Source: an optimization exercise on an open RTL-to-GDS flow (aim: small area, a short achievable clock period and few clock cycles per item). Production flows keep margins and buffers that such runs may drop.
RTL that was checked went through simulation tests only; none was proved equivalent to the original.
No functional check of the RTL was part of runs 1 and 2.
Power figures rest on the tool's default switching activity, not on a simulated workload.

==> design.v <==
package uvsig_pkg;
    localparam int DIV_W = 9;
    localparam int CNT_W = 8;
    localparam int IDX_W = 16;
endpackage
module uvsig_calc (
    input  logic [15:0] r0,
    input  logic [15:0] r1,
    input  logic [7:0]  col,
    input  logic        a_r1,      
    input  logic        a_oe,      
    input  logic        a_ci,      
    input  logic        b_r0,      
    input  logic        b_r1,      
    input  logic        d_r0,      
    input  logic        d_r1,      
    input  logic        d_oe,      
    input  logic        d_ci,      
    output logic [15:0] first_index,
    output logic [15:0] second_index,
    output logic [15:0] third_index
);
    function automatic logic [15:0] add16_8(input logic [15:0] a, input logic [7:0] b, input logic ci);
        logic [7:0] p, g, gg, pp, gn, pn;
        logic [8:0] c;
        logic [7:0] hi, hinc;
        logic [7:0] run;
        begin
            p = a[7:0] ^ b;
            g = a[7:0] & b;
            gg = g;
            pp = p;
            gg[0] = g[0] | (p[0] & ci);
            pp[0] = 1'b0;
            for (int d = 1; d < 8; d = d * 2)
            begin
                gn = gg;
                pn = pp;
                for (int i = d; i < 8; i++)
                begin
                    gn[i] = gg[i] | (pp[i] & gg[i-d]);
                    pn[i] = pp[i] & pp[i-d];
                end
                gg = gn;
                pp = pn;
            end
            c[0] = ci;
            for (int i = 1; i < 9; i++)
                c[i] = gg[i-1];
            hi = a[15:8];
            run[0] = 1'b1;
            for (int i = 1; i < 8; i++)
                run[i] = run[i-1] & hi[i-1];
            for (int i = 0; i < 8; i++)
                hinc[i] = hi[i] ^ run[i];
            add16_8 = {c[8] ? hinc : hi, p ^ c[7:0]};
        end
    endfunction
    logic [15:0] a_base, b_base, d_base;
    assign a_base = a_r1 ? r1 : r0;
    assign b_base = (r0 & {16{b_r0}}) | (r1 & {16{b_r1}});
    assign d_base = (r0 & {16{d_r0}}) | (r1 & {16{d_r1}});
    assign first_index  = add16_8(a_base, col & {8{a_oe}}, a_ci);
    assign second_index = add16_8(b_base, col, 1'b0);
    assign third_index  = add16_8(d_base, col & {8{d_oe}}, d_ci);
endmodule
module uv_sphere_index_generator (
    input  logic         clk,
    input  logic         rst_n,
    input  logic         cfg_write,
    input  logic         cfg_index,
    input  logic [8:0]   cfg_data,
    input  logic         in_valid,
    output logic         in_ready,
    input  logic         restart,
    output logic         out_valid,
    input  logic         out_ready,
    output logic [15:0]  first_index,
    output logic [15:0]  second_index,
    output logic [15:0]  third_index,
    output logic         last_triangle
);
    logic [7:0] vm3, hm1;
    logic       lo3, hi256;
    logic [7:0] cfg_m1;
    logic [8:0] hval;
    assign lo3    = (cfg_data[8:2] == 7'd0);
    assign hi256  = cfg_data[8] && (cfg_data[7:0] != 8'd0);
    assign cfg_m1 = cfg_data[7:0] - 8'd1;
    assign hval   = {1'b0, hm1} + 9'd1;
    always_ff @(posedge clk or negedge rst_n)
    begin
        if (!rst_n)
        begin
            vm3 <= 8'd0;
            hm1 <= 8'd2;
        end
        else if (cfg_write)
        begin
            if (cfg_index)
                hm1 <= lo3 ? 8'd2 : (hi256 ? 8'd255 : cfg_m1);
            else
                vm3 <= lo3 ? 8'd0 : (hi256 ? 8'd253 : cfg_data[7:0] - 8'd3);
        end
    end
    logic       ov, rq_v, sp, stale, busy, rdy;
    logic [3:0] step;
    logic       mb;
    logic        cap, wrp, half, wf;
    logic [7:0]  band, col;
    logic [15:0] r0, r1;
    logic        a_r1, a_oe, a_ci, b_r0, d_r0, d_oe, d_ci;
    logic [15:0] oa, ob, od;
    logic        ol;
    logic src_v, rs, out_free, emit, wreset;
    assign in_ready = !rq_v;
    assign src_v    = rq_v || in_valid;
    assign rs       = (!rq_v && restart) || sp;
    assign out_free = !ov || out_ready;
    assign wreset   = src_v && rs;
    assign emit     = rdy && out_free && (rq_v || (in_valid && !restart));
    logic [8:0] col_inc, band_inc;
    logic       c1ge, cge, band_end, natural, last;
    assign col_inc  = {1'b0, col} + 9'd1;
    assign band_inc = {1'b0, band} + 9'd1;
    assign c1ge     = col_inc >= {1'b0, hm1};
    assign cge      = col >= hm1;
    assign band_end = band >= vm3;
    assign natural  = band == vm3;
    assign last     = wrp && half;
    logic       n_cap, n_wrp, n_half, n_wf;
    logic [7:0] n_band, n_col;
    logic       n_base0, n_step, n_bad;
    logic       fin, done, start_rc;
    assign fin      = busy && step[3];
    assign done     = fin && (step[0] || !cap);
    assign start_rc = stale && !busy && !sp;
    always_comb
    begin
        n_cap   = cap;
        n_wrp   = wrp;
        n_half  = !half;
        n_wf    = wf;
        n_band  = band;
        n_col   = col;
        n_base0 = 1'b0;
        n_step  = 1'b0;
        n_bad   = 1'b0;
        if (wreset)
        begin
            n_base0 = 1'b1;
            n_cap   = 1'b0;
            n_wrp   = 1'b0;
            n_half  = 1'b0;
            n_wf    = 1'b0;
            n_band  = 8'd0;
            n_col   = 8'd0;
        end
        else if (busy)
        begin
            n_half = half;
            n_wf   = wrp || cge;
            if (wrp)
                n_col = hm1;
        end
        else if (last)
        begin
            n_base0 = 1'b1;
            n_cap   = 1'b0;
            n_wrp   = 1'b0;
            n_half  = 1'b0;
            n_wf    = 1'b0;
            n_band  = 8'd0;
            n_col   = 8'd0;
        end
        else if (half)
        begin
            if (!cap)
            begin
                if (wf)
                begin
                    n_col  = 8'd0;
                    n_wf   = 1'b0;
                    n_step = 1'b1;
                    if (band_end)
                    begin
                        n_band = 8'd0;
                        n_cap  = 1'b1;
                        n_bad  = !natural;
                    end
                    else
                    begin
                        n_band = band_inc[7:0];
                    end
                end
                else
                begin
                    n_col = col_inc[7:0];
                    n_wf  = c1ge;
                end
            end
            else
            begin
                if (c1ge)
                begin
                    n_col = hm1;
                    n_wrp = 1'b1;
                    n_wf  = 1'b1;
                end
                else
                begin
                    n_col = col_inc[7:0];
                    n_wf  = 1'b0;
                end
            end
        end
    end
    logic [7:0]  mult;
    logic        horner, add_h;
    logic [15:0] add_a, add_s;
    assign mult   = cap ? vm3 : band;
    assign horner = busy && !step[3];
    assign add_h  = horner ? mb : 1'b1;
    assign add_a  = horner ? {r1[14:0], 1'b0} : r1;
    assign add_s  = add_a + {8'd0, hm1 & {8{add_h}}} + {15'd0, add_h};
    logic sp_n, stale_n, busy_n;
    always_comb
    begin
        sp_n    = sp && !wreset;
        stale_n = stale;
        busy_n  = busy;
        if (cfg_write)
        begin
            stale_n = 1'b1;
            busy_n  = 1'b0;
        end
        else if (wreset)
        begin
            stale_n = 1'b0;
            busy_n  = 1'b0;
        end
        else if (emit)
        begin
            if (n_bad)
                stale_n = 1'b1;
        end
        else if (start_rc)
        begin
            busy_n = 1'b1;
        end
        else if (done)
        begin
            busy_n  = 1'b0;
            stale_n = 1'b0;
        end
    end
    always_ff @(posedge clk or negedge rst_n)
    begin
        if (!rst_n)
        begin
            ov    <= 1'b0;
            rq_v  <= 1'b0;
            sp    <= 1'b1;
            stale <= 1'b0;
            busy  <= 1'b0;
            rdy   <= 1'b0;
            step  <= 4'd0;
        end
        else
        begin
            if (emit)
                ov <= 1'b1;
            else if (out_ready)
                ov <= 1'b0;
            if (rq_v)
                rq_v <= !emit;
            else
                rq_v <= in_valid && !emit;
            sp    <= sp_n;
            stale <= stale_n;
            busy  <= busy_n;
            rdy   <= !sp_n && !stale_n && !busy_n;
            if (start_rc)
                step <= 4'd0;
            else if (busy)
                step <= step + 4'd1;
        end
    end
    logic [15:0] t_a, t_b, t_d;
    uvsig_calc u_calc (
        .r0           (r0),
        .r1           (r1),
        .col          (col),
        .a_r1         (a_r1),
        .a_oe         (a_oe),
        .a_ci         (a_ci),
        .b_r0         (b_r0),
        .b_r1         (!cap),
        .d_r0         (d_r0),
        .d_r1         (half),
        .d_oe         (d_oe),
        .d_ci         (d_ci),
        .first_index  (t_a),
        .second_index (t_b),
        .third_index  (t_d)
    );
    always_ff @(posedge clk)
    begin
        if (emit)
        begin
            oa <= t_a;
            ob <= t_b;
            od <= t_d;
            ol <= last;
        end
        if (start_rc)
            mb <= mult[7];
        else
            mb <= mult[3'd6 - step[2:0]];
        if (emit || wreset || done)
        begin
            cap  <= n_cap;
            wrp  <= n_wrp;
            half <= n_half;
            band <= n_band;
            col  <= n_col;
            wf   <= n_wf;
            a_r1 <= n_cap && !n_half;
            a_oe <= (!n_cap && !n_half) || (!(n_cap && !n_half) && !n_wf);
            a_ci <= n_half && !n_wf;
            b_r0 <= n_cap && n_half;
            d_r0 <= !n_cap && !n_half;
            d_oe <= !n_wf && !(n_cap && n_half);
            d_ci <= (n_cap && n_half) || !n_wf;
        end
        if (emit || wreset)
        begin
            if (n_base0)
            begin
                r0 <= 16'd0;
                r1 <= {7'd0, hval};
            end
            else if (n_step)
            begin
                r0 <= r1;
                r1 <= add_s;
            end
        end
        else if (start_rc)
        begin
            r1 <= 16'd0;
        end
        else if (busy)
        begin
            if (step[3])
                r0 <= r1;
            r1 <= add_s;
        end
    end
    assign out_valid     = ov;
    assign first_index   = oa;
    assign second_index  = ob;
    assign third_index   = od;
    assign last_triangle = ol;
endmodule
==> flow/run.sh <==
#!/bin/bash
# The standard layout, with the port buffers made of plain buffers
# (sky130_fd_sc_hd__buf_2) rather than the cell buffer_ports picks by itself.
set -euo pipefail
bash standard.sh finish "BUFFER_PORTS_ARGS=-buffer_cell sky130_fd_sc_hd__buf_2" > flow_make.log 2>&1
==> standard.sh <==
#!/bin/bash
# synth_recipe.tcl (not shown) runs the flow's synth.tcl, then flattens the netlist and writes it again
# the make line also repeats each setting of config.mk as NAME=value (left out here)
make -C /OpenROAD-flow-scripts/flow DESIGN_CONFIG=/design/flow/config.mk WORK_HOME=/design/flow/orfs CLKGATE_MAP_FILE= SYNTH_SCRIPT=/design/flow/synth_recipe.tcl "${@:-finish}"
==> config.mk <==
export PLATFORM = sky130hd
export DESIGN_NAME = uv_sphere_index_generator
export DESIGN_NICKNAME = uv_sphere_index_generator
export VERILOG_FILES = /design/flow/design.v
export SDC_FILE = /design/flow/constraint.sdc
export NUM_CORES = 4
export LEC_CHECK = 0
export ABC_AREA = 1
export CAP_MARGIN = 20
export CORE_MARGIN = 2
export CORE_UTILIZATION = 40
export SETUP_SLACK_MARGIN = 2.5
export SLEW_MARGIN = 20
==> constraint.sdc <==
create_clock -name core_clock -period 5.5 [get_ports {clk}]
set_input_delay 1.1000 -clock core_clock [delete_from_list [all_inputs] [get_ports {clk}]]
set_output_delay 1.1000 -clock core_clock [all_outputs]
set_load 0.01 [all_outputs]
==> flow_metrics.tcl, run 1 <==
set metrics [dict create \
    outcome "timing/DRC/antenna clean" \
    finalPower_mw 3.71 \
    ctsHoldBuffers 0 \
    hold_slack_ns 0.505 \
    grt_max_degree 51 \
    core_area_sq_mm 0.0233 \
    fmax_mhz 351 \
    slew_violations 0 \
    portBuffers 66 \
    min_from "step[3]$_DFFE_PN0P_" \
    ir_drop_uv 173 \
    ys_ff_latch 135 \
    clock-sinks 135 \
    cpMostUsedCell "ha_1" \
    antenna_cells 0 \
    root_buffer "clkbuf_16" \
    min_to "step[3]$_DFFE_PN0P_" \
    reg2reg_slack_ns 2.65 \
    mostFrequentLayoutCells "nand2_1, inv_1, edfxtp_1" \
    r2r_end "od[14]$_DFFE_PP_" \
    cts_tree "built" \
    reg2reg_from "d_r0$_DFFE_PP_" \
    grt_util_all_layers_pct 18.8 \
    clkLatencyLatePin_ns 0.43 \
    drt_iter0_markers 522 \
    drive_gt1_share_pct 13.5 \
    leakagePower_nw 5.14 \
    htreeDepth 4 \
    rsz0062_at_grt "yes" \
    slew_headroom_pct 32.3 \
    hp-class "reg2reg" \
    power_density_mw_per_mm2 344 \
    cp.required_ns 5.67 \
    avgSynthCellArea_sq_um 8.26 \
    yosysWarnings 2 \
    cap_violations 0 \
    dieArea_sq_mm 0.0247 \
    cts_buffers 17 \
    drc 0 \
    synth_nets 1239 \
    grt_pass1_wl_mm 36.4 \
    clk_path_buf_depth 2 \
    synthesis.area_sq_mm 0.00939 \
    crit_buf_inv 1 \
    ant_nets 0 \
    place_inst 1504 \
    cp-start-kind "flop" \
    end_kind "flop" \
    utilization_pct 46.3 \
    crit_family "adder cells" \
    setup_viol_count_final 0 \
    rr_worst_depth 9 \
    dieWidth_um 157 \
    vias 7750 \
    pin_count 67 \
    wl_per_cell_um 14.3 \
    wl_mm 22.2 \
    yosysTopAreaCell "edfxtp_1" \
    cpMaxStageDelayCell "inv_1" \
    path_max_fanout 16 \
    start_util_pct 40.4 \
    synth_top_area_share_pct 34.5 \
    ys_types 50 \
    grt_pass1_vias 7467 \
    slowest_delay_ns 0.42 \
    period_minus_slack_ns 2.85 \
    crit_chain "inv_1 > o22ai_1 > ha_1 > ha_1 > ha_1 > ha_1 > ha_1 > ha_1 > mux2_2" \
    tightest_slew_ns 1.02 \
    seq_area_frac_synth_pct 41.7 \
    synthTopCellsByArea "edfxtp_1, nand2_1, ha_1, inv_1, dfrtp_1" \
    hpwl_mm 16.8 \
    setup_tns_ns 0 \
    fin_nets 1318 \
    final_cells 1548 \
    grt_antenna_before_repair 0 \
    place_congestion 0.881 \
    row_count 56 \
    die_y_um 157 \
    overflow 0 \
    critical_path_arrival_ns 3.03 \
    final_common_cell "nand2_1" \
    finalCritPeriodShare_pct 51.9 \
    skew_ns 0.0128 \
    areaGrowthSynthToFinish_pct 14.7 \
    critical_path_class "reg2reg" \
    routed_via_density 5.01 \
    finalHoldViolCount 0 \
    dr.pass1.iters 5 \
    holdPathStages 1 \
    syn_inst 1137 \
    clkTransAtPathRegs_ns 0.06 \
]
-- registers in the layout, summed over array words and instances, names as in the netlist, 4 cells and up --
signal,cells
oa,16
ob,16
od,16
r0,16
r1,16
band,8
col,8
hm1,8
vm3,8
step,4
-- Yosys cell counts, drive strengths merged --
library cell / n
nand2: 275
inv: 190
edfxtp: 108
nor2: 100
o21ai: 85
ha: 79
nand3: 54
a21oi: 50
o22ai: 42
xor2: 29
dfrtp: 24
clkbuf: 13
nand4: 13
nor3: 11
xnor2: 10
buf: 8
fa: 7
mux2: 6
o211ai: 5
a31oi: 4
a211oi: 3
a21o: 3
nor3b: 3
o21a: 3
o21bai: 3
a22oi: 2
dfstp: 2
a22o: 1
and2: 1
clkinv: 1
dfxtp: 1
nor4: 1
-- final cells by class --
cell class	instances	area, sq um
Clock buffer	17	425
Timing Repair Buffer	79	440
Inverter	191	724
Fill cell	2366	12500
Sequential cell	135	3920
Tap cell	319	399
Clock inverter	15	175
Timing Repair inverter	1	5.00
Multi-Input combinational cell	791	4680
-- per-stage QoR --
stage | area, sq um | worst slack, ns
after floorplan | 9390 | 2.69
after global placement | 10000 | 2.07
after detailed placement | 10000 | 1.96
after CTS | 10700 | 2.54
after global routing | 10800 | 2.44
final | 10800 | 2.65
-- worst max path at each step --
stage | from | end | slack, ns | cells after the start
finish | d_r0$_DFFE_PP_ | od[14]$_DFFE_PP_ | 2.65 | 9
global route | step[3]$_DFFE_PN0P_ | r1[14]$_DFFE_PP_ | 2.44 | 17
CTS | busy$_DFF_PN0_ | r1[12]$_DFFE_PP_ | 2.54 | 16
detailed placement | restart | r0[0]$_DFFE_PP_ | 1.96 | 9
global placement | restart | r0[0]$_DFFE_PP_ | 2.07 | 9
floorplan | half$_DFFE_PP_ | od[10]$_DFFE_PP_ | 2.69 | 11
-- report_power, final --
group / total [mW] / switching (mW) / internal [mW]
sequential: 1.36 / 0.0812 / 1.27
combinational: 1.19 / 0.761 / 0.424
clock: 1.17 / 0.452 / 0.713
-- repair_timing --
action                                  in CTS  in global routing
endpoints found under the setup margin      30                 24
gates cloned                                 1                  1
buffers inserted                             5                  5
gates resized for setup                      3                  4
endpoints found under the hold margin        0                  0
pin swaps                                    1                  1
-- logic make-up after synthesis --
group | share of synthesized area (%)
AOI/OAI and AO/OA | 12.2
xor gates and xnor gates | 3.64
adders and majority gates | 12.0
buffers and inverters | 8.81
DFF | 41.7
muxes | 0.720
and+or+nand+nor | 20.8
-- layer usage --
layer / vias up / track usage (%) / wire length, um
li1: 3951 / - / -
met1: 3542 / 23.5 / 10000
met2: 214 / 32.4 / 10600
met3: 43 / 2.92 / 957
met4: 0 / 7.62 / 608
met5: - / 0 / 0
-- worst reg2reg max path, cell delays in order (launching register included) --
cell      delay [ns]
edfxtp_1        0.35
inv_1           0.42
o22ai_1         0.25
ha_1            0.24
ha_1            0.20
ha_1            0.20
ha_1            0.19
ha_1            0.22
ha_1            0.27
mux2_2          0.26
==> run 2, diff against run 1 <==
--- a/config.mk
+++ b/config.mk
@@ -10,4 +10,4 @@
 export CORE_MARGIN = 2
 export CORE_UTILIZATION = 40
-export SETUP_SLACK_MARGIN = 2.5
+export SETUP_SLACK_MARGIN = 3.0
 export SLEW_MARGIN = 20
==> run 2 against run 1 <==
Clock power about the same. First-iteration DRC count up 24%. Critical path type unchanged. Routed wire length up 10%. Highest routed layer unchanged.
==> flow_metrics.tcl, run 2 <==
set metrics [dict create \
    outcome "timing/DRC/antenna clean" \
    core_area_sq_mm 0.0233 \
    leakagePower_nw 5.44 \
    cts_tree "built" \
    areaGrowthSynthToFinish_pct 24.9 \
    grt_max_degree 33 \
    grt_busiest_layer "met2" \
    dieArea_sq_mm 0.0247 \
    met3_usage_pct 4.16 \
    cp.required_ns 5.68 \
    clock-sinks 135 \
    path_max_fanout 8 \
    grt_pass1_wl_mm 38.4 \
    post-route-worst-setup-slack_ns 2.93 \
    end_kind "flop" \
    grt_pass1_vias 7663 \
    finalHoldViolCount 0 \
    clkLatencyLatePin_ns 0.43 \
    setup_tns_ns 0 \
    ir_drop_uv 241 \
    fin_nets 1357 \
    pin_count 67 \
    fmax_mhz 389 \
    mostFrequentLayoutCells "nand2_1, inv_1, edfxtp_1" \
    clkTransAtPathRegs_ns 0.06 \
    slowest_delay_ns 0.40 \
    critical_path_class "reg2reg" \
    hpwl_mm 17.2 \
    ys_ff_latch 135 \
    start_util_pct 40.4 \
    synth_top_flop_cell "edfxtp_1" \
    dieWidth_um 157 \
    period_minus_slack_ns 2.57 \
    rsz0062_at_grt "yes" \
    crit_chain "clkinvlp_4 > buf_6 > o22ai_4 > fa_2 > inv_2 > fa_2 > o21ai_2 > nand2_2 > o211ai_4 > mux2_4" \
    gr-usage-met2_pct 32.8 \
    routed_via_density 5.14 \
    finalPower_mw 3.93 \
    place_congestion 0.868 \
    synth_common_cells "nand2_1, inv_1, edfxtp_1" \
    cp-start-kind "flop" \
    place_inst 1503 \
    hp-class "reg2reg" \
    slew_headroom_pct 58.9 \
    overflow 0 \
    cts_buffers 17 \
    htreeDepth 4 \
    cpMostUsedCell "fa_2" \
    utilization_pct 50.4 \
    power_density_mw_per_mm2 335 \
    yosysWarnings 2 \
    critical_path_arrival_ns 2.75 \
    cap_violations 0 \
    avgSynthCellArea_sq_um 8.26 \
    portBuffers 66 \
    syn_inst 1137 \
    yosysMostFrequentCell "nand2_1" \
    antenna_cells 0 \
    grt_util_all_layers_pct 19.9 \
    wl_mm 24.4 \
    setup_viol_count_final 0 \
    dr.pass1.iters 5 \
    drt_iter0_markers 649 \
    slew_violations 0 \
    skew_ns 0.0170 \
    ant_nets 0 \
    yosysTopAreaCell "edfxtp_1" \
    row_count 56 \
    synth_nets 1239 \
    die_y_um 157 \
    async_reset_ff_share_pct 19.3 \
    drive_gt1_share_pct 23.2 \
    tightest_slew_ns 0.617 \
    synth_top_area_share_pct 34.5 \
    synthTopCellsByArea "edfxtp_1, nand2_1, ha_1, inv_1, dfrtp_1" \
    clk_path_buf_depth 2 \
    grt_antenna_before_repair 0 \
    ys_types 50 \
    gr-usage-met1_pct 25.4 \
    synthesis.area_sq_mm 0.00939 \
    synth_edf_count 108 \
    wl_per_cell_um 15.4 \
    reg2reg_slack_ns 2.93 \
    root_buffer "clkbuf_16" \
    cpMaxStageDelayCell "edfxtp_1" \
    final_cells 1587 \
    place_ws_ns 2.14 \
    final_common_cell "nand2_1" \
    finalCritPeriodShare_pct 46.8 \
    drc 0 \
    vias 8151 \
    seq_area_frac_synth_pct 41.7 \
]
run 2: final cells by class:
| cell class | count | area (sq um) |
|---|---|---|
| timing repair buffer | 116 | 833 |
| clock buffer | 17 | 425 |
| timing repair inverter | 2 | 15.0 |
| sequential | 135 | 3920 |
| inverter | 191 | 747 |
| multi-input combinational | 792 | 5230 |
| tap | 319 | 399 |
| clock inverter | 15 | 155 |
| fill | 2223 | 11500 |
run 2: final timing paths:
| path | from | to | depth (start not counted) |
|---|---|---|---|
| max in group asynchronous | rst_n | busy$_DFF_PN0_ | 1 |
| worst max register to register | half$_DFFE_PP_ | od[10]$_DFFE_PP_ | 10 |
| worst min-delay path | sp$_DFF_PN1_ | sp$_DFF_PN1_ | 2 |
| worst min register to register | sp$_DFF_PN1_ | sp$_DFF_PN1_ | 2 |
| min in group asynchronous | rst_n | step[0]$_DFFE_PN0P_ | 1 |
| worst max-delay path | half$_DFFE_PP_ | od[10]$_DFFE_PP_ | 10 |
run 2: repair_timing:
action,CTS,global route
cloned,4,1
pin swaps,11,39
endpoints found under the setup margin,123,88
buffers inserted,28,19
hold buffers,0,0
resized for setup,28,96
run 2: logic make-up (layout without fill, tap and decap cells):
family / count (synthesis) / in the layout / share of synthesized area, %
compound gates: 201 / 201 / 12.2
xor+xnor: 39 / 39 / 3.64
fa+ha+maj: 86 / 86 / 12.0
buf+inv: 212 / 341 / 8.81
flops: 135 / 135 / 41.7
mux: 6 / 6 / 0.720
simple gates: 458 / 460 / 20.8
run 2: stage by stage:
step           cell area [sq um]  hold slack [ns]
2_1_floorplan               9550            0.471
3_3_place_gp               10200            0.501
3_5_place_dp               10200            0.506
4_1_cts                    11100            0.524
5_1_grt                    11700            0.547
6_report                   11700            0.525
run 2: critical path, delay by kind of cell (launching register included):
family / cells / cell delay [ns]
fa+ha+maj: 2 / 0.62
flops: 1 / 0.40
simple gates: 1 / 0.08
mux: 1 / 0.34
compound gates: 3 / 0.49
buf+inv: 3 / 0.38
run 2: per-layer routing:
metal	share of wire, %	up-vias
li1	-	4023
met3	5.8	43
met5	0	-
met1	44	3826
met2	48	259
met4	2.7	0
run 2: where the power goes:
part           internal, mW  total, mW  switching (mW)  leakage [nW]
clock network         0.640       1.14           0.502         0.274
logic                 0.547       1.42           0.874          3.84
registers              1.27       1.36          0.0886          1.33
==> run 3, diff against run 2 <==
--- a/design.v
+++ b/design.v
@@ -1,7 +1,28 @@
 package uvsig_pkg;
-    localparam int DIV_W = 9;
-    localparam int CNT_W = 8;
-    localparam int IDX_W = 16;
+    function automatic logic [8:0] inc8(input logic [7:0] x);
+        logic [8:0] r;
+        logic [7:0] lowmask;
+        begin
+            r[0] = !x[0];
+            for (int i = 1; i < 8; i++)
+            begin
+                lowmask = 8'((9'd1 << i) - 9'd1);
+                r[i] = x[i] ^ (&(x | ~lowmask));
+            end
+            r[8] = &x;
+            inc8 = r;
+        end
+    endfunction
+    function automatic logic [15:0] add16_8(input logic [15:0] a, input logic [7:0] b, input logic ci);
+        logic [8:0] lo;
+        logic [8:0] hi;
+        begin
+            lo = {1'b0, a[7:0]} + {1'b0, b} + {8'd0, ci};
+            hi = inc8(a[15:8]);
+            add16_8 = {lo[8] ? hi[7:0] : a[15:8], lo[7:0]};
+        end
+    endfunction
 endpackage
+import uvsig_pkg::*;
 module uvsig_calc (
     input  logic [15:0] r0,
@@ -21,48 +42,13 @@
     output logic [15:0] third_index
 );
-    function automatic logic [15:0] add16_8(input logic [15:0] a, input logic [7:0] b, input logic ci);
-        logic [7:0] p, g, gg, pp, gn, pn;
-        logic [8:0] c;
-        logic [7:0] hi, hinc;
-        logic [7:0] run;
-        begin
-            p = a[7:0] ^ b;
-            g = a[7:0] & b;
-            gg = g;
-            pp = p;
-            gg[0] = g[0] | (p[0] & ci);
-            pp[0] = 1'b0;
-            for (int d = 1; d < 8; d = d * 2)
-            begin
-                gn = gg;
-                pn = pp;
-                for (int i = d; i < 8; i++)
-                begin
-                    gn[i] = gg[i] | (pp[i] & gg[i-d]);
-                    pn[i] = pp[i] & pp[i-d];
-                end
-                gg = gn;
-                pp = pn;
-            end
-            c[0] = ci;
-            for (int i = 1; i < 9; i++)
-                c[i] = gg[i-1];
-            hi = a[15:8];
-            run[0] = 1'b1;
-            for (int i = 1; i < 8; i++)
-                run[i] = run[i-1] & hi[i-1];
-            for (int i = 0; i < 8; i++)
-                hinc[i] = hi[i] ^ run[i];
-            add16_8 = {c[8] ? hinc : hi, p ^ c[7:0]};
-        end
-    endfunction
     logic [15:0] a_base, b_base, d_base;
     assign a_base = a_r1 ? r1 : r0;
     assign b_base = (r0 & {16{b_r0}}) | (r1 & {16{b_r1}});
     assign d_base = (r0 & {16{d_r0}}) | (r1 & {16{d_r1}});
-    assign first_index  = add16_8(a_base, col & {8{a_oe}}, a_ci);
-    assign second_index = add16_8(b_base, col, 1'b0);
-    assign third_index  = add16_8(d_base, col & {8{d_oe}}, d_ci);
+    assign first_index  = uvsig_pkg::add16_8(a_base, col & {8{a_oe}}, a_ci);
+    assign second_index = uvsig_pkg::add16_8(b_base, col, 1'b0);
+    assign third_index  = uvsig_pkg::add16_8(d_base, col & {8{d_oe}}, d_ci);
 endmodule
+import uvsig_pkg::*;
 module uv_sphere_index_generator (
     input  logic         clk,
@@ -88,5 +74,5 @@
     assign hi256  = cfg_data[8] && (cfg_data[7:0] != 8'd0);
     assign cfg_m1 = cfg_data[7:0] - 8'd1;
-    assign hval   = {1'b0, hm1} + 9'd1;
+    assign hval   = uvsig_pkg::inc8(hm1);
     always_ff @(posedge clk or negedge rst_n)
     begin
@@ -106,5 +92,5 @@
     logic       ov, rq_v, sp, stale, busy, rdy;
     logic [3:0] step;
-    logic       mb;
+    logic       mb, hz;
     logic        cap, wrp, half, wf;
     logic [7:0]  band, col;
@@ -122,6 +108,6 @@
     logic [8:0] col_inc, band_inc;
     logic       c1ge, cge, band_end, natural, last;
-    assign col_inc  = {1'b0, col} + 9'd1;
-    assign band_inc = {1'b0, band} + 9'd1;
+    assign col_inc  = uvsig_pkg::inc8(col);
+    assign band_inc = uvsig_pkg::inc8(band);
     assign c1ge     = col_inc >= {1'b0, hm1};
     assign cge      = col >= hm1;
@@ -220,8 +206,8 @@
     logic [15:0] add_a, add_s;
     assign mult   = cap ? vm3 : band;
-    assign horner = busy && !step[3];
+    assign horner = hz;
     assign add_h  = horner ? mb : 1'b1;
     assign add_a  = horner ? {r1[14:0], 1'b0} : r1;
-    assign add_s  = add_a + {8'd0, hm1 & {8{add_h}}} + {15'd0, add_h};
+    assign add_s  = uvsig_pkg::add16_8(add_a, hm1 & {8{add_h}}, add_h);
     logic sp_n, stale_n, busy_n;
     always_comb
@@ -265,4 +251,5 @@
             busy  <= 1'b0;
             rdy   <= 1'b0;
+            hz    <= 1'b0;
             step  <= 4'd0;
         end
@@ -281,4 +268,5 @@
             busy  <= busy_n;
             rdy   <= !sp_n && !stale_n && !busy_n;
+            hz <= busy_n && (start_rc || (step[2:0] != 3'd7 && !step[3]));
             if (start_rc)
                 step <= 4'd0;
==> flow/run.sh (replaced) <==
#!/bin/bash
# The standard layout, with two changes: the port buffers are plain buffers
# (sky130_fd_sc_hd__buf_2) rather than the cell buffer_ports picks by itself,
# and synthesis leaves adders to ABC instead of mapping them to full/half
# adder cells first (ADDER_MAP_FILE empty). Registers are unchanged.
set -euo pipefail
bash standard.sh finish "BUFFER_PORTS_ARGS=-buffer_cell sky130_fd_sc_hd__buf_2" "ADDER_MAP_FILE=" > flow_make.log 2>&1
--- a/config.mk
+++ b/config.mk
@@ -10,4 +10,4 @@
 export CORE_MARGIN = 2
 export CORE_UTILIZATION = 40
-export SETUP_SLACK_MARGIN = 3.0
+export SETUP_SLACK_MARGIN = 2.5
 export SLEW_MARGIN = 20
==> run 3 against run 2 <==
Power fell by 23%. Routed wire length fell by 6.6%. Non-clock buffer count fell by 46. Count of clock-buffer cells in the layout did not move. Design area fell by 12%. Sequential cell count rose by 1.
==> flow_metrics.tcl, run 3 <==
set metrics [dict create \
    p_clk_share_pct 36.5 \
    multi_input_area_sq_mm 0.00443 \
    place_congestion 0.890 \
    core_area_sq_mm 0.0226 \
    portBuffers 66 \
    critical_path_arrival_ns 3.11 \
    antenna_cells 0 \
    synth_nets 1244 \
    pwr-share-comb_pct 22.3 \
    cpMaxStageDelayCell "edfxtp_1" \
    row_count 55 \
    slowest_delay_ns 0.84 \
    htreeDepth 4 \
    final_common_cell "nand2_1" \
    cp-start-kind "flop" \
    routed_via_density 5.21 \
    synth_edf_count 108 \
    finalCritPeriodShare_pct 51.1 \
    mostFrequentLayoutCells "nand2_1, inv_1, nor2_1" \
    path_max_fanout 20 \
    syn_inst 1228 \
    setup_viol_count_final 0 \
    async_reset_ff_share_pct 19.9 \
    ys_ff_latch 136 \
    grt_util_all_layers_pct 19.2 \
    root_buffer "clkbuf_16" \
    leakagePower_nw 4.63 \
    seq_area_frac_synth_pct 42.7 \
    wl_mm 22.8 \
    setup_tns_ns 0 \
    ant_nets 0 \
    synth_common_cells "nand2_1, inv_1, nor2_1" \
    grt_pass1_wl_mm 37.3 \
    hpwl_mm 17.3 \
    synth_top_flop_cell "edfxtp_1" \
    wl_per_cell_um 14.4 \
    fillers 2263 \
    crit_chain "buf_4 > inv_2 > nand2_1 > inv_1 > nor4_2 > o21a_1 > nand2_1 > nand2_1" \
    yosysWarnings 2 \
    period_minus_slack_ns 2.81 \
    drc 0 \
    slew_violations 0 \
    crit_buf_inv 3 \
    finalPower_mw 3.03 \
    drive_gt1_share_pct 12.5 \
    cap_violations 0 \
    ir_drop_uv 192 \
    end_kind "flop" \
    skew_ns 0.0114 \
    die_y_um 156 \
    finalHoldViolCount 0 \
    clkTransAtPathRegs_ns 0.07 \
    register_area_sq_mm 0.00394 \
    reg2reg_slack_ns 2.69 \
    slew_headroom_pct 38.8 \
    dieWidth_um 156 \
    power_density_mw_per_mm2 293 \
    start_util_pct 40.8 \
    rsz0062_at_grt "no" \
    cts_tree "built" \
    intPower_mw 2.02 \
    outcome "timing/DRC/antenna clean" \
    crit_family "simple AND/OR/NAND/NOR gates" \
    clk_path_buf_depth 2 \
    hp-class "reg2reg" \
    drt_iter0_markers 635 \
    grt_antenna_before_repair 0 \
    dieArea_sq_mm 0.0243 \
    share_seq_of_total_power_pct 41.2 \
    synth_top_area_share_pct 35.1 \
    grt_max_degree 54 \
    grt_pass1_vias 7771 \
    clock-sinks 136 \
    fin_nets 1300 \
    synthTopCellsByArea "edfxtp_1, nand2_1, inv_1, dfrtp_1, nor2_1" \
    areaGrowthSynthToFinish_pct 12.2 \
    ys_types 55 \
    p_sw_share_pct 33.4 \
    pin_count 67 \
    yosysMostFrequentCell "nand2_1" \
    fmax_mhz 356 \
    tightest_slew_ns 0.910 \
    avgSynthCellArea_sq_um 7.52 \
    cpMostUsedCell "nand2_1" \
    critical_path_class "reg2reg" \
    p_switching_mw 1.01 \
    cp.required_ns 5.80 \
    overflow 0 \
    vias 8236 \
    cts_buffers 17 \
    clkLatencyLatePin_ns 0.43 \
    dr.pass1.iters 5 \
    yosysTopAreaCell "edfxtp_1" \
    synthesis.area_sq_mm 0.00923 \
]
==> run 3: changes by cell type after synthesis, sizes merged, moves of 12 or more <==
cell / before / now
o21ai: 85 / 118
ha: 79 / 0
o21bai: 3 / 15
nand3: 54 / 90
nand2: 275 / 318
buf: 8 / 27
nor2: 100 / 130
==> run 3: final cells by class <==
class | count | share of cell area [%]
Multi-Input combinational cell | 875 | 42.7
Sequential cell | 136 | 38.1
Inverter | 184 | 6.71
Clock buffer | 17 | 4.11
Timing Repair Buffer | 70 | 3.60
Tap cell | 285 | 3.44
Clock inverter | 15 | 1.33
==> run 3: worst paths after layout <==
path / from / to / cells after the start
setup / recovery: cap$_DFFE_PP_ / col[7]$_SDFFCE_PP0P_ / 8
hold / removal: sp$_DFF_PN1_ / sp$_DFF_PN1_ / 2
setup reg to reg: cap$_DFFE_PP_ / col[7]$_SDFFCE_PP0P_ / 8
hold reg to reg: sp$_DFF_PN1_ / sp$_DFF_PN1_ / 2
max in group asynchronous: rst_n / hz$_DFF_PN0_ / 1
min in group asynchronous: rst_n / vm3[7]$_DFFE_PN0P_ / 1
==> run 3: cells by family after synthesis <==
kind of cell	Yosys count	share of synthesized area, %
AOI/OAI and AO/OA	232	14.8
DFF	136	42.7
buffers and inverters	218	9.70
xor gates and xnor gates	56	5.31
adders and majority gates	1	0.108
muxes	1	0.122
and+or+nand+nor	584	27.2
==> run 3: what timing repair did <==
action,in CTS,in global routing
hold buffers,0,0
buffers inserted,0,1
setup endpoints to repair,0,31
resized for setup,0,2
==> run 3: metal layers <==
| metal | global-route usage [%] | part of all wire (%) |
|---|---|---|
| met3 | 2.61 | 4.3 |
| met4 | 8.69 | 3.3 |
| met1 | 24.6 | 46 |
| met5 | 0 | 0 |
| met2 | 32.2 | 47 |
==> run 3: power groups by stage <==
stage               logic [mW]  clock network [mW]  registers [mW]
floorplan                0.554                   0            1.25
global placement         0.662                   0            1.27
detailed placement       0.672                   0            1.27
CTS                      0.675                1.12            1.25
global route             0.776                1.16            1.26
finish                   0.677                1.11            1.25
==> run 3: stage by stage <==
stage	hold WS (ns)	instances	cell area (sq um)	setup WS, ns	utilization (%)
5_1_grt	0.578	1582	10400	2.52	45.7
4_1_cts	0.548	1580	10300	2.57	45.6
3_5_place_dp	0.535	1548	9760	2.18	43.1
3_3_place_gp	0.521	1548	9760	2.22	43.1
2_1_floorplan	0.475	1228	9260	2.70	-
6_report	0.546	1582	10400	2.69	45.7
==> run 3: tightest hold or removal path, delay by kind of cell (launching register included) <==
kind                   cells  cell delay (ns)
buffers and inverters      1             0.10
flip-flops                 1             0.37
AND/OR/NAND/NOR            1             0.07
Testbench counts of run 3, summed over its fixed seeds: cycles 115,328, items 115,072.
==> run 4, diff against run 3 <==
--- a/config.mk
+++ b/config.mk
@@ -10,4 +10,4 @@
 export CORE_MARGIN = 2
 export CORE_UTILIZATION = 40
-export SETUP_SLACK_MARGIN = 2.5
+export SETUP_SLACK_MARGIN = 3.4
 export SLEW_MARGIN = 20
==> run 4 against run 3 <==
Still clean on timing, DRC and antenna. Synthesized area stayed put. Core utilization rose by 14 points. Critical path depth increased by 3. Design area is 31% higher. Routed wire length grew 39%. Clock skew fell by 0.00059 ns. Largest power group unchanged.
==> flow_metrics.tcl, run 4 <==
set metrics [dict create \
    outcome "timing/DRC/antenna clean" \
    pwr-share-comb_pct 32.0 \
    end_kind "flop" \
    ir_drop_uv 250 \
    synth_nets 1244 \
    pin_count 67 \
    place_area_sq_mm 0.00983 \
    drive_gt1_share_pct 40.7 \
    ys_ff_latch 136 \
    drt_iter0_markers 802 \
    grt_max_degree 28 \
    finalCritPeriodShare_pct 43.2 \
    reg2reg_from "half$_DFFE_PP_" \
    crit_chain "buf_6 > clkinvlp_4 > o22ai_2 > o21bai_2 > nand2_4 > buf_6 > nor4_4 > buf_6 > nand2_8 > nand3_1 > nand2_1" \
    cp-startpoint "half$_DFFE_PP_" \
    ys_types 55 \
    share_seq_of_total_power_pct 35.0 \
    yosysTopAreaCell "edfxtp_1" \
    final_cell_area_sq_mm 0.0136 \
    hp-class "reg2reg" \
    portBuffers 66 \
    slew_violations 0 \
    p_clk_share_pct 33.0 \
    row_count 55 \
    antenna_cells 0 \
    p_sw_share_pct 35.2 \
    finalHoldViolCount 0 \
    register_area_sq_mm 0.00395 \
    fillers 1801 \
    yosysWarnings 2 \
    multi_input_area_sq_mm 0.00601 \
    gr-usage-met1_pct 28.4 \
    period_minus_slack_ns 2.38 \
    synth_top_area_share_pct 35.1 \
    critical_path_arrival_ns 2.56 \
    slew_headroom_pct 46.6 \
    critical_path_class "reg2reg" \
    path_max_fanout 5 \
    ant_nets 0 \
    synth_top_flop_cell "edfxtp_1" \
    grt_pass1_wl_mm 44.4 \
    mostFrequentLayoutCells "nand2_1, inv_1, edfxtp_1" \
    grt_busiest_layer "met2" \
    intPower_mw 2.32 \
    wl_per_cell_um 18.1 \
    dr.pass1.iters 8 \
    synthTopCellsByArea "edfxtp_1, nand2_1, inv_1, dfrtp_1, nor2_1" \
    cts_buffers 17 \
    root_buffer "clkbuf_16" \
    synthesis.area_sq_mm 0.00923 \
    skew_ns 0.0108 \
    grt_util_all_layers_pct 23.4 \
    crit_end "od[11]$_DFFE_PP_" \
    seq_area_frac_synth_pct 42.7 \
    drc 0 \
    dieWidth_um 156 \
    cp-start-kind "flop" \
    met3_usage_pct 3.36 \
    die_y_um 156 \
    clkTransAtPathRegs_ns 0.07 \
    areaGrowthSynthToFinish_pct 47.5 \
    setup_viol_count_final 0 \
    yosysMostFrequentCell "nand2_1" \
    final_common_cell "nand2_1" \
    p_switching_mw 1.26 \
    start_util_pct 40.8 \
    wl_mm 31.7 \
    overflow 0 \
    place_congestion 0.915 \
    slowest_delay_ns 0.52 \
    ctsHoldBuffers 0 \
    synth_common_cells "nand2_1, inv_1, nor2_1" \
    vias 9628 \
    routed_via_density 5.50 \
    clkLatencyLatePin_ns 0.43 \
    cap_violations 0 \
    setup_tns_ns 0 \
    r2r_end "od[11]$_DFFE_PP_" \
    htreeDepth 4 \
    core_area_sq_mm 0.0226 \
    clock-sinks 136 \
    tightest_slew_ns 0.799 \
    cts_tree "built" \
    cp.required_ns 5.68 \
    rr_worst_depth 11 \
    cpMostUsedCell "buf_6" \
    power_density_mw_per_mm2 264 \
    leakagePower_nw 5.87 \
    rsz0062_at_grt "yes" \
    cpMaxStageDelayCell "edfxtp_1" \
    gr-usage-met2_pct 41.3 \
    synth_edf_count 108 \
    reg2reg_slack_ns 3.12 \
    fmax_mhz 421 \
    clk_path_buf_depth 2 \
    min_from "vm3[1]$_DFFE_PN0P_" \
    fin_nets 1468 \
    syn_inst 1228 \
    hpwl_mm 17.4 \
    dieArea_sq_mm 0.0243 \
    async_reset_ff_share_pct 19.9 \
    avgSynthCellArea_sq_um 7.52 \
    grt_antenna_before_repair 0 \
    grt_pass1_vias 8722 \
]
## run 4: cell counts after synthesis
Identical to the previous run, type by type.
## run 4: through the flow
step	hold slack (ns)	cells	util (%)	power [mW]	setup slack [ns]
floorplan	0.475	1228	-	1.81	2.88
global placement	0.517	1546	43.4	1.94	2.09
detailed placement	0.524	1546	43.4	1.95	2.04
CTS	0.541	1684	53.0	3.29	3.33
global route	0.576	1750	60.1	3.73	3.08
finish	0.531	1750	60.1	3.59	3.12
## run 4: final cells by class
cell class	count	area share, %
clock inverters	15	1.23
well taps	285	2.62
repair inverters	3	0.165
multi-input cells	884	44.1
clock buffers	17	3.12
flip-flops and latches	136	29.0
repair buffers	226	14.3
inverters	184	5.43
## run 4: timing repair
action / 4_1_cts / 5_1_grt
pin swaps: 42 / 76
buffers inserted: 94 / 61
hold endpoints to repair: 0 / 0
setup endpoints to repair: 150 / 163
cloned: 12 / 5
gates resized for setup: 162 / 285
## run 4: critical path, delay by kind of cell (launching register included)
family / cells / cell delay [ns]
AND/OR/NAND/NOR: 5 / 0.47
buffers and inverters: 4 / 0.70
flip-flops: 1 / 0.52
AO/OA/AOI/OAI: 2 / 0.42
## run 4: cell families (layout without fill, tap and decap cells)
logic type | after synthesis | after routing | synth area share (%)
AOI/OAI and AO/OA | 232 | 233 | 14.8
xor gates and xnor gates | 56 | 56 | 5.31
adders and majority gates | 1 | 1 | 0.108
buffers and inverters | 218 | 445 | 9.70
DFF | 136 | 136 | 42.7
muxes | 1 | 1 | 0.122
and+or+nand+nor | 584 | 593 | 27.2
## run 4: how the worst min path moves through the flow
stage                    endpoint  slack (ns)  depth (start not counted)
5_1_grt        vm3[1]$_DFFE_PN0P_        0.58                          2
4_1_cts        vm3[1]$_DFFE_PN0P_        0.54                          2
6_report       vm3[1]$_DFFE_PN0P_        0.53                          2
3_3_place_gp   vm3[1]$_DFFE_PN0P_        0.52                          2
3_5_place_dp   vm3[1]$_DFFE_PN0P_        0.52                          2
2_1_floorplan  vm3[1]$_DFFE_PN0P_        0.47                          2
## run 4: power by group through the flow
stage | Sequential (mW) | Combinational [mW] | Clock (mW)
after floorplan | 1.25 | 0.559 | 0
after global placement | 1.27 | 0.668 | 0
after detailed placement | 1.27 | 0.679 | 0
after CTS | 1.25 | 0.860 | 1.18
after global routing | 1.26 | 1.23 | 1.23
final | 1.26 | 1.15 | 1.18
## run 4: layer usage
metal / vias up / wire, um
met5: - / 0
met4: 0 / 1470
met3: 95 / 2070
met2: 423 / 15800
met1: 4572 / 12400
li1: 4538 / -
==> run 5, diff against run 4 <==
--- a/config.mk
+++ b/config.mk
@@ -10,4 +10,4 @@
 export CORE_MARGIN = 2
 export CORE_UTILIZATION = 40
-export SETUP_SLACK_MARGIN = 3.4
+export SETUP_SLACK_MARGIN = 3.0
 export SLEW_MARGIN = 20
==> run 5 against run 4 <==
Power is 15% lower. Largest power group unchanged. Still clean on timing, DRC and antenna. Clock skew up 0.0071 ns. Core utilization fell by 12 points. Setup slack lost 0.084 ns. Sequential share of layout area increased by 7.3 points. Synthesized area is the same. First-iteration DRC count decreased by 23%. Count of clock-buffer cells in the layout unchanged. Via count shrank 12%. Critical path type is now in2reg. Combinational power fell by 37%.
==> flow_metrics.tcl, run 5 <==
set metrics [dict create \
    place_congestion 0.954 \
    row_count 55 \
    synth_top_flop_cell "edfxtp_1" \
    drive_gt1_share_pct 16.7 \
    synthTopCellsByArea "edfxtp_1, nand2_1, inv_1, dfrtp_1, nor2_1" \
    grt_antenna_before_repair 1 \
    hpwl_mm 17.5 \
    async_reset_ff_share_pct 19.9 \
    yosysTopAreaCell "edfxtp_1" \
    clk_path_buf_depth 2 \
    dieWidth_um 156 \
    start_util_pct 40.8 \
    fmax_mhz 407 \
    hp-class "reg2reg" \
    wl_mm 25.1 \
    drc 0 \
    clock-sinks 136 \
    synth_nets 1244 \
    finalHoldViolCount 0 \
    die_y_um 156 \
    syn_inst 1228 \
    areaGrowthSynthToFinish_pct 17.8 \
    utilization_pct 48.0 \
    end_kind "flop" \
    ant_nets 0 \
    core_area_sq_mm 0.0226 \
    final_common_cell "nand2_1" \
    mostFrequentLayoutCells "nand2_1, inv_1, nor2_1" \
    yosysWarnings 2 \
    critical_path_class "in2reg" \
    cp-start-kind "input port" \
    yosysMostFrequentCell "nand2_1" \
    drt_iter0_markers 619 \
    tightest_slew_ns 0.918 \
    setup_tns_ns 0 \
    pin_count 67 \
    synthesis.area_sq_mm 0.00923 \
    antenna_cells 0 \
    critical_path_arrival_ns 2.65 \
    cp.required_ns 5.69 \
    portBuffers 66 \
    clkLatencyLatePin_ns 0.44 \
    seq_area_frac_synth_pct 42.7 \
    setup_viol_count_final 0 \
    slew_headroom_pct 38.3 \
    outcome "timing/DRC/antenna clean" \
    synth_top_area_share_pct 35.1 \
    root_buffer "clkbuf_16" \
    dieArea_sq_mm 0.0243 \
    finalCritPeriodShare_pct 44.7 \
    slew_violations 0 \
    skew_ns 0.0179 \
    fin_nets 1347 \
    ctsHoldBuffers 0 \
    cts_tree "built" \
    clkTransAtPathRegs_ns 0.06 \
    period_minus_slack_ns 2.46 \
    cap_violations 0 \
    vias 8518 \
    ys_ff_latch 136 \
    cts_buffers 17 \
    avgSynthCellArea_sq_um 7.52 \
    ys_types 55 \
    rsz0062_at_grt "yes" \
    leakagePower_nw 4.88 \
    synth_edf_count 108 \
    routed_via_density 5.23 \
    grt_pass1_vias 7882 \
    path_max_fanout 5 \
    grt_util_all_layers_pct 20.7 \
    synth_common_cells "nand2_1, inv_1, nor2_1" \
    wl_per_cell_um 15.4 \
    grt_max_degree 33 \
    grt_pass1_wl_mm 39.5 \
    power_density_mw_per_mm2 281 \
    htreeDepth 4 \
    dr.pass1.iters 6 \
    ir_drop_uv 220 \
    overflow 0 \
]
[run 5: cell counts after synthesis]
No cell type changed its count.
[run 5: path summary, 6_finish.rpt]
check | start | end | slack [ns] | depth (start not counted)
max | restart | d_oe$_DFFE_PP_ | 3.04 | 10
min | vm3[1]$_DFFE_PN0P_ | vm3[1]$_DFFE_PN0P_ | 0.54 | 2
max reg2reg | half$_DFFE_PP_ | od[14]$_DFFE_PP_ | 3.06 | 10
min reg2reg | vm3[1]$_DFFE_PN0P_ | vm3[1]$_DFFE_PN0P_ | 0.54 | 2
max in group asynchronous | rst_n | hm1[2]$_DFFE_PN0P_ | 4.38 | 1
min in group asynchronous | rst_n | ov$_DFFE_PN0P_ | 0.69 | 1
[run 5: kinds of logic after synthesis]
kind of cell             count (synthesis)  share of synthesized area, %
multiplexers                             1                         0.122
adder cells (fa/ha/maj)                  1                         0.108
flip-flops                             136                          42.7
XOR/XNOR                                56                          5.31
AND/OR/NAND/NOR                        584                          27.2
buffers and inverters                  218                          9.70
AO/OA/AOI/OAI                          232                          14.8
[run 5: final cells by class]
class                      instances  area (sq um)
fill                            2238         11800
multi-input combinational        880          4600
sequential                       136          3940
inverter                         184           711
timing repair buffer             110           702
clock buffer                      17           425
tap                              285           357
clock inverter                    15           128
timing repair inverter             2          10.0
[run 5: stage by stage]
stage | cell area [sq um] | std cells | setup WS, ns | hold slack, ns | power, mW
finish | 10900 | 1629 | 3.04 | 0.541 | 3.06
global route | 10900 | 1629 | 2.90 | 0.547 | 3.22
CTS | 10500 | 1598 | 3.01 | 0.547 | 3.03
detailed placement | 9790 | 1547 | 2.08 | 0.532 | 1.95
global placement | 9790 | 1547 | 2.13 | 0.523 | 1.94
floorplan | 9310 | 1228 | 2.88 | 0.475 | 1.80
[run 5: repair_timing]
action | 4_1_cts | 5_1_grt
gates resized for setup | 3 | 24
cloned | 4 | 4
setup endpoints to repair | 112 | 60
buffers inserted | 15 | 27
pin swaps | 4 | 6
[run 5: critical path: stages]
cell and delay (ns):
buf_2 0.10, nand2_2 0.19, a21oi_4 0.12, buf_4 0.19, nor2_1 0.15, inv_1 0.08, a21oi_1 0.38, nand3_1 0.21
nand2_1 0.10, inv_1 0.04
[run 5: layer usage]
layer / share of wire [%] / wire length, um / track usage, %
met5: 0 / 0 / 0
met1: 44 / 11100 / 26.4
met4: 3.1 / 781 / 8.08
met3: 5.1 / 1270 / 3.58
met2: 47 / 11900 / 35.2
[run 5: report_power, final]
part | switching, mW | internal, mW
registers | 0.0494 | 1.20
logic | 0.479 | 0.244
clock network | 0.468 | 0.621
total | 0.997 | 2.06
==> run 6, diff against run 5 <==
--- a/design.v
+++ b/design.v
@@ -94,4 +94,5 @@
     logic       mb, hz;
     logic        cap, wrp, half, wf;
+    logic        c1r;        
     logic [7:0]  band, col;
     logic [15:0] r0, r1;
@@ -107,13 +108,14 @@
     assign emit     = rdy && out_free && (rq_v || (in_valid && !restart));
     logic [8:0] col_inc, band_inc;
-    logic       c1ge, cge, band_end, natural, last;
+    logic       c1ge, c2ge, cge, band_end, natural, last;
     assign col_inc  = uvsig_pkg::inc8(col);
     assign band_inc = uvsig_pkg::inc8(band);
     assign c1ge     = col_inc >= {1'b0, hm1};
     assign cge      = col >= hm1;
+    assign c2ge     = ({1'b0, col} + 9'd2) >= {1'b0, hm1};
     assign band_end = band >= vm3;
     assign natural  = band == vm3;
     assign last     = wrp && half;
-    logic       n_cap, n_wrp, n_half, n_wf;
+    logic       n_cap, n_wrp, n_half, n_wf, n_c1;
     logic [7:0] n_band, n_col;
     logic       n_base0, n_step, n_bad;
@@ -128,4 +130,5 @@
         n_half  = !half;
         n_wf    = wf;
+        n_c1    = c1r;
         n_band  = band;
         n_col   = col;
@@ -140,4 +143,5 @@
             n_half  = 1'b0;
             n_wf    = 1'b0;
+            n_c1    = 1'b0;
             n_band  = 8'd0;
             n_col   = 8'd0;
@@ -147,4 +151,5 @@
             n_half = half;
             n_wf   = wrp || cge;
+            n_c1   = wrp || c1ge;
             if (wrp)
                 n_col = hm1;
@@ -157,4 +162,5 @@
             n_half  = 1'b0;
             n_wf    = 1'b0;
+            n_c1    = 1'b0;
             n_band  = 8'd0;
             n_col   = 8'd0;
@@ -168,4 +174,5 @@
                     n_col  = 8'd0;
                     n_wf   = 1'b0;
+                    n_c1   = 1'b0;
                     n_step = 1'b1;
                     if (band_end)
@@ -183,14 +190,16 @@
                 begin
                     n_col = col_inc[7:0];
-                    n_wf  = c1ge;
+                    n_wf  = c1r;
+                    n_c1  = c2ge;
                 end
             end
             else
             begin
-                if (c1ge)
+                if (c1r)
                 begin
                     n_col = hm1;
                     n_wrp = 1'b1;
                     n_wf  = 1'b1;
+                    n_c1  = 1'b1;
                 end
                 else
@@ -198,4 +207,5 @@
                     n_col = col_inc[7:0];
                     n_wf  = 1'b0;
+                    n_c1  = c2ge;
                 end
             end
@@ -314,4 +324,5 @@
             col  <= n_col;
             wf   <= n_wf;
+            c1r  <= n_c1;
             a_r1 <= n_cap && !n_half;
             a_oe <= (!n_cap && !n_half) || (!(n_cap && !n_half) && !n_wf);
==> run 6 against run 5 <==
Non-clock buffer count shrank 30. Synthesized cell count increased by 8.6%. Still clean on timing, DRC and antenna. Critical path type unchanged. Die area rose by 3.8%.
==> flow_metrics.tcl, run 6 <==
set metrics [dict create \
    rsz0062_at_grt "yes" \
    synth_edf_count 109 \
    slowest_delay_ns 0.28 \
    dr.pass1.iters 5 \
    areaGrowthSynthToFinish_pct 15.3 \
    dieArea_sq_mm 0.0252 \
    leakagePower_nw 5.17 \
    synthTopCellsByArea "edfxtp_1, nand2_1, inv_1, dfrtp_1, nand3_1" \
    vias 8816 \
    overflow 0 \
    share_seq_of_total_power_pct 40.1 \
    pwr-share-comb_pct 23.6 \
    p_switching_mw 1.09 \
    row_count 56 \
    syn_inst 1333 \
    grt_pass1_wl_mm 42.9 \
    grt_antenna_before_repair 0 \
    clkTransAtPathRegs_ns 0.06 \
    yosysMostFrequentCell "nand2_1" \
    synthesis.area_sq_mm 0.00959 \
    power_density_mw_per_mm2 288 \
    routed_via_density 5.08 \
    avgSynthCellArea_sq_um 7.19 \
    yosysTopAreaCell "edfxtp_1" \
    start_util_pct 40.9 \
    register_area_sq_mm 0.00398 \
    slew_headroom_pct 56.3 \
    critical_path_arrival_ns 2.58 \
    async_reset_ff_share_pct 19.7 \
    hold_slack_ns 0.546 \
    cts_buffers 17 \
    setup_tns_ns 0 \
    hp-class "reg2reg" \
    root_buffer "clkbuf_16" \
    wl_mm 26.5 \
    setup_viol_count_final 0 \
    htreeDepth 4 \
    critical_path_class "in2reg" \
    fillers 2334 \
    portBuffers 66 \
    final_common_cell "nand2_1" \
    synth_common_cells "nand2_1, inv_1, nor2_1" \
    cts_tree "built" \
    grt_util_all_layers_pct 21.2 \
    multi_input_area_sq_mm 0.00486 \
    drt_iter0_markers 646 \
    period_minus_slack_ns 2.40 \
    clk_path_buf_depth 2 \
    drive_gt1_share_pct 13.8 \
    grt_pass1_vias 8244 \
    cap_violations 0 \
    synth_nets 1349 \
    crit_chain "buf_2 > nand2_1 > a21oi_4 > inv_1 > nand2_4 > inv_4 > nand2_1 > nand2_2 > inv_1 > nor2_1 > o21ai_0 > o21ai_1" \
    place_congestion 0.913 \
    pin_count 67 \
    mostFrequentLayoutCells "nand2_1, inv_1, nor2_1" \
    p_sw_share_pct 34.2 \
    cp.required_ns 5.68 \
    fin_nets 1421 \
    dieWidth_um 159 \
    slew_violations 0 \
    clkLatencyLatePin_ns 0.43 \
    ant_nets 0 \
    grt_max_degree 34 \
    outcome "timing/DRC/antenna clean" \
    seq_area_frac_synth_pct 41.4 \
    skew_ns 0.0152 \
    core_area_sq_mm 0.0235 \
    finalHoldViolCount 0 \
    die_y_um 159 \
    path_max_fanout 7 \
    reg2reg_slack_ns 3.16 \
    p_clk_share_pct 36.3 \
    tightest_slew_ns 0.651 \
    cp-start-kind "input port" \
    finalCritPeriodShare_pct 43.7 \
    intPower_mw 2.10 \
    ir_drop_uv 192 \
    cpMaxStageDelayCell "a21oi_4" \
    ys_types 52 \
    clock-sinks 137 \
    ys_ff_latch 137 \
    synth_top_area_share_pct 34.1 \
    ctsHoldBuffers 0 \
    fmax_mhz 416 \
    drc 0 \
    antenna_cells 0 \
    synth_top_flop_cell "edfxtp_1" \
    end_kind "flop" \
    yosysWarnings 2 \
    wl_per_cell_um 15.3 \
    hpwl_mm 19.3 \
]
[run 6: kinds of logic (layout without fill, tap and decap cells)]
kind of cell | count (synthesis) | in the layout | synth area share (%)
AND/OR/NAND/NOR | 696 | 696 | 30.7
multiplexers | 1 | 1 | 0.117
flip-flops | 137 | 137 | 41.4
AO/OA/AOI/OAI | 224 | 224 | 13.8
buffers and inverters | 224 | 309 | 9.33
XOR/XNOR | 50 | 50 | 4.57
adder cells (fa/ha/maj) | 1 | 1 | 0.104
[run 6: path summary, 6_finish.rpt]
kind / startpoint / to / depth (start not counted)
setup / recovery: restart / r1[4]$_DFFE_PP_ / 12
hold / removal: vm3[1]$_DFFE_PN0P_ / vm3[1]$_DFFE_PN0P_ / 2
setup reg to reg: busy$_DFF_PN0_ / hz$_DFF_PN0_ / 6
hold reg to reg: vm3[1]$_DFFE_PN0P_ / vm3[1]$_DFFE_PN0P_ / 2
max in group asynchronous: rst_n / hz$_DFF_PN0_ / 1
min in group asynchronous: rst_n / vm3[6]$_DFFE_PN0P_ / 1
[run 6: through the flow]
stage	setup WS (ns)	util, %	instances	instance area, sq um	power (mW)
finish	3.10	47.1	1737	11100	3.18
global route	2.97	47.1	1737	11100	3.35
CTS	2.91	46.5	1731	10900	3.18
detailed placement	2.24	43.6	1689	10200	2.02
global placement	2.31	43.6	1689	10200	2.01
floorplan	2.78	-	1333	9660	1.84
[run 6: final cells by class]
| cell class | instances | share of cell area, % |
|---|---|---|
| clock buffers | 17 | 3.85 |
| clock inverters | 15 | 1.39 |
| inverters | 194 | 6.74 |
| multi-input cells | 972 | 44.0 |
| flip-flops and latches | 137 | 36.0 |
| well taps | 319 | 3.61 |
| repair buffers | 80 | 4.30 |
| repair inverters | 3 | 0.181 |
[run 6: power by group through the flow]
stage          Clock (mW)  Sequential [mW]  Combinational [mW]
5_1_grt              1.21             1.28               0.853
2_1_floorplan           0             1.26               0.586
4_1_cts              1.17             1.28               0.731
3_5_place_dp            0             1.30               0.721
6_report             1.16             1.28               0.750
3_3_place_gp            0             1.30               0.710
[run 6: layer usage]
layer,track usage [%],routed length [um]
met1,28.6,12100
met2,35.3,12300
met3,2.82,1400
met4,6.55,665
met5,0,0
[run 6: timing repair]
item	CTS	global route
pin swaps	0	2
gates cloned	2	1
resized for setup	9	21
setup buffers	8	5
setup endpoints to repair	124	76
[run 6: critical path: cells and delay by family]
family / cells / cell delay, ns
buffers and inverters: 4 / 0.49
and+or+nand+nor: 5 / 0.56
AOI/OAI and AO/OA: 3 / 0.42
Testbench counts of run 6, summed over its fixed seeds: cycles 115,328, items 115,072.
==> run 7, diff against run 6 <==
--- a/config.mk
+++ b/config.mk
@@ -10,4 +10,4 @@
 export CORE_MARGIN = 2
 export CORE_UTILIZATION = 40
-export SETUP_SLACK_MARGIN = 3.0
+export SETUP_SLACK_MARGIN = 3.2
 export SLEW_MARGIN = 20
==> run 7 against run 6 <==
Register-to-register slack improved by 0.12 ns. Critical path depth fell by 2. Combinational power rose by 5.7%. Core utilization rose by 1.5 points. First-iteration DRC count rose by 17%. Critical path type is now reg2reg. Critical endpoint is now ob[14]$_DFFE_PP_. Largest power group unchanged. Highest routed layer unchanged.
==> flow_metrics.tcl, run 7 <==
set metrics [dict create \
    clock-sinks 137 \
    setup_viol_count_final 0 \
    synthTopCellsByArea "edfxtp_1, nand2_1, inv_1, dfrtp_1, nand3_1" \
    core_area_sq_mm 0.0235 \
    die_y_um 159 \
    ys_types 52 \
    fin_nets 1440 \
    drc 0 \
    yosysWarnings 2 \
    pin_count 67 \
    root_buffer "clkbuf_16" \
    synthesis.area_sq_mm 0.00959 \
    yosysMostFrequentCell "nand2_1" \
    cap_violations 0 \
    synth_common_cells "nand2_1, inv_1, nor2_1" \
    skew_ns 0.00981 \
    grt_pass1_wl_mm 42.2 \
    grt_util_all_layers_pct 20.9 \
    end_kind "flop" \
    final_common_cell "nand2_1" \
    wl_mm 26.6 \
    slew_headroom_pct 57.6 \
    leakagePower_nw 5.31 \
    areaGrowthSynthToFinish_pct 18.9 \
    rr_worst_depth 10 \
    cp-start-kind "flop" \
    clk_path_buf_depth 2 \
    grt_busiest_layer "met2" \
    ant_nets 0 \
    grt_antenna_before_repair 0 \
    gr-usage-met1_pct 28.0 \
    cts_buffers 17 \
    yosysTopAreaCell "edfxtp_1" \
    dieArea_sq_mm 0.0252 \
    syn_inst 1333 \
    vias 8991 \
    wl_per_cell_um 15.1 \
    ys_ff_latch 137 \
    finalHoldViolCount 0 \
    grt_pass1_vias 8194 \
    mostFrequentLayoutCells "nand2_1, inv_1, nor2_1" \
    critical_path_arrival_ns 2.41 \
    synth_edf_count 109 \
    reg2reg_slack_ns 3.28 \
    start_util_pct 40.9 \
    utilization_pct 48.6 \
    hpwl_mm 18.9 \
    synth_top_area_share_pct 34.1 \
    portBuffers 66 \
    grt_max_degree 34 \
    row_count 56 \
    finalCritPeriodShare_pct 40.4 \
    clkTransAtPathRegs_ns 0.06 \
    async_reset_ff_share_pct 19.7 \
    antenna_cells 0 \
    dieWidth_um 159 \
    critical_path_class "reg2reg" \
    reg2reg_from "cap$_DFFE_PP_" \
    seq_area_frac_synth_pct 41.4 \
    clkLatencyLatePin_ns 0.44 \
    min_from "vm3[1]$_DFFE_PN0P_" \
    cts_tree "built" \
    outcome "timing/DRC/antenna clean" \
    hp-class "reg2reg" \
    power_density_mw_per_mm2 279 \
    rsz0062_at_grt "yes" \
    routed_via_density 5.12 \
    drt_iter0_markers 756 \
    setup_tns_ns 0 \
    drive_gt1_share_pct 17.2 \
    synth_top_flop_cell "edfxtp_1" \
    tightest_slew_ns 0.634 \
    ir_drop_uv 202 \
    overflow 0 \
    htreeDepth 4 \
    period_minus_slack_ns 2.22 \
    gr-usage-met2_pct 33.8 \
    fmax_mhz 450 \
    place_congestion 0.931 \
    slew_violations 0 \
    holdPathStages 2 \
    cp.required_ns 5.69 \
    synth_nets 1349 \
    r2r_end "ob[14]$_DFFE_PP_" \
    dr.pass1.iters 5 \
    min_to "vm3[1]$_DFFE_PN0P_" \
    avgSynthCellArea_sq_um 7.19 \
    path_max_fanout 26 \
    met3_usage_pct 3.19 \
]
-- run 7: metal layers --
metal	wire length, um	up-vias
met2	12200	289
li1	-	4565
met1	12100	4078
met4	843	0
met3	1430	59
met5	0	-
-- run 7: cell families (layout without fill, tap and decap cells) --
family / after synthesis / in the layout / synth area share (%)
flip-flops: 137 / 137 / 41.4
AO/OA/AOI/OAI: 224 / 224 / 13.8
adder cells (fa/ha/maj): 1 / 1 / 0.104
AND/OR/NAND/NOR: 696 / 699 / 30.7
multiplexers: 1 / 1 / 0.117
XOR/XNOR: 50 / 50 / 4.57
buffers and inverters: 224 / 325 / 9.33
-- run 7: through the flow --
step	hold slack, ns	power (mW)	cells	instance area (sq um)	worst slack (ns)
2_1_floorplan	0.475	1.84	1333	9680	2.78
3_3_place_gp	0.516	2.01	1690	10300	2.31
3_5_place_dp	0.520	2.02	1690	10300	2.26
4_1_cts	0.535	3.15	1735	11000	3.05
5_1_grt	0.584	3.35	1756	11400	3.17
6_report	0.535	3.18	1756	11400	3.28
-- run 7: worst max-delay path by stage --
| stage | start | end | slack (ns) | cells after the start |
|---|---|---|---|---|
| 6_report | cap$_DFFE_PP_ | ob[14]$_DFFE_PP_ | 3.28 | 10 |
| 5_1_grt | b_r0$_DFFE_PP_ | ob[13]$_DFFE_PP_ | 3.17 | 10 |
| 4_1_cts | out_ready | hz$_DFF_PN0_ | 3.05 | 7 |
| 3_5_place_dp | in_valid | hz$_DFF_PN0_ | 2.26 | 8 |
| 3_3_place_gp | in_valid | hz$_DFF_PN0_ | 2.31 | 8 |
| 2_1_floorplan | out_ready | hz$_DFF_PN0_ | 2.78 | 6 |
-- run 7: where the power goes --
part           total (mW)  switching, mW  internal [mW]
Sequential           1.27         0.0654           1.21
Combinational       0.793          0.520          0.273
Clock                1.11          0.484          0.629
-- run 7: what timing repair did --
action,4_1_cts,5_1_grt
hold buffers,0,0
pin swaps,2,7
resized for setup,20,58
hold endpoints to repair,0,0
buffers inserted,12,17
gates cloned,1,4
setup endpoints to repair,150,75
-- run 7: layout make-up --
| cell class | instances | area (sq um) |
|---|---|---|
| Inverter | 194 | 758 |
| Fill cell | 2326 | 12100 |
| Tap cell | 319 | 399 |
| Timing Repair inverter | 2 | 12.5 |
| Clock buffer | 17 | 425 |
| Clock inverter | 15 | 143 |
| Multi-Input combinational cell | 975 | 5040 |
| Sequential cell | 137 | 3980 |
| Timing Repair Buffer | 97 | 646 |
-- run 7: critical path, cell delays in order (launching register included) --
cell and delay, ns:
edfxtp_1 0.41, buf_12 0.19, inv_4 0.15, a22oi_1 0.11, or2_2 0.30, nand2_1 0.14
nor2_1 0.08, a21oi_2 0.28, nand2_2 0.15, nand2_1 0.08, o21ai_1 0.06

[re-timing with driven ports]
The results above use ideal ports. As a check the final layouts listed here were re-extracted and re-timed, cells and wires unchanged.
Step 1 sets driving cells, clkbuf_16 on the clock port and buf_2 on the other inputs (assumed; they add their load-dependent delay and slew).
Step 2, shift: input delay + t, output delay - t, t = (earliest + latest rising clock arrival at the registers) / 2. This alone moves slack from input paths to output paths.
Three values: no drivers, after step 1, after step 2; two values: the first two.
run	shift t [ns]	slack for setup (ns)	worst register clock-pin slew, ns
run 1	0.466	2.647 / 2.647 / 2.393	0.06 / 0.06
run 2	0.474	2.929 / 2.929 / 2.556	0.07 / 0.07
run 3	0.467	2.692 / 2.692 / 2.366	0.07 / 0.07
run 4	0.474	3.125 / 3.125 / 2.761	0.07 / 0.07
run 5	0.474	3.041 / 3.063 / 2.592	0.06 / 0.06
run 6	0.476	3.095 / 3.124 / 2.648	0.08 / 0.08
run 7	0.479	3.279 / 3.279 / 2.829	0.07 / 0.07
After both steps every run listed still meets setup and hold. The setup slack of run 7, which loses most, moves by 0.000 ns with the drivers and by -0.450 ns with both steps.
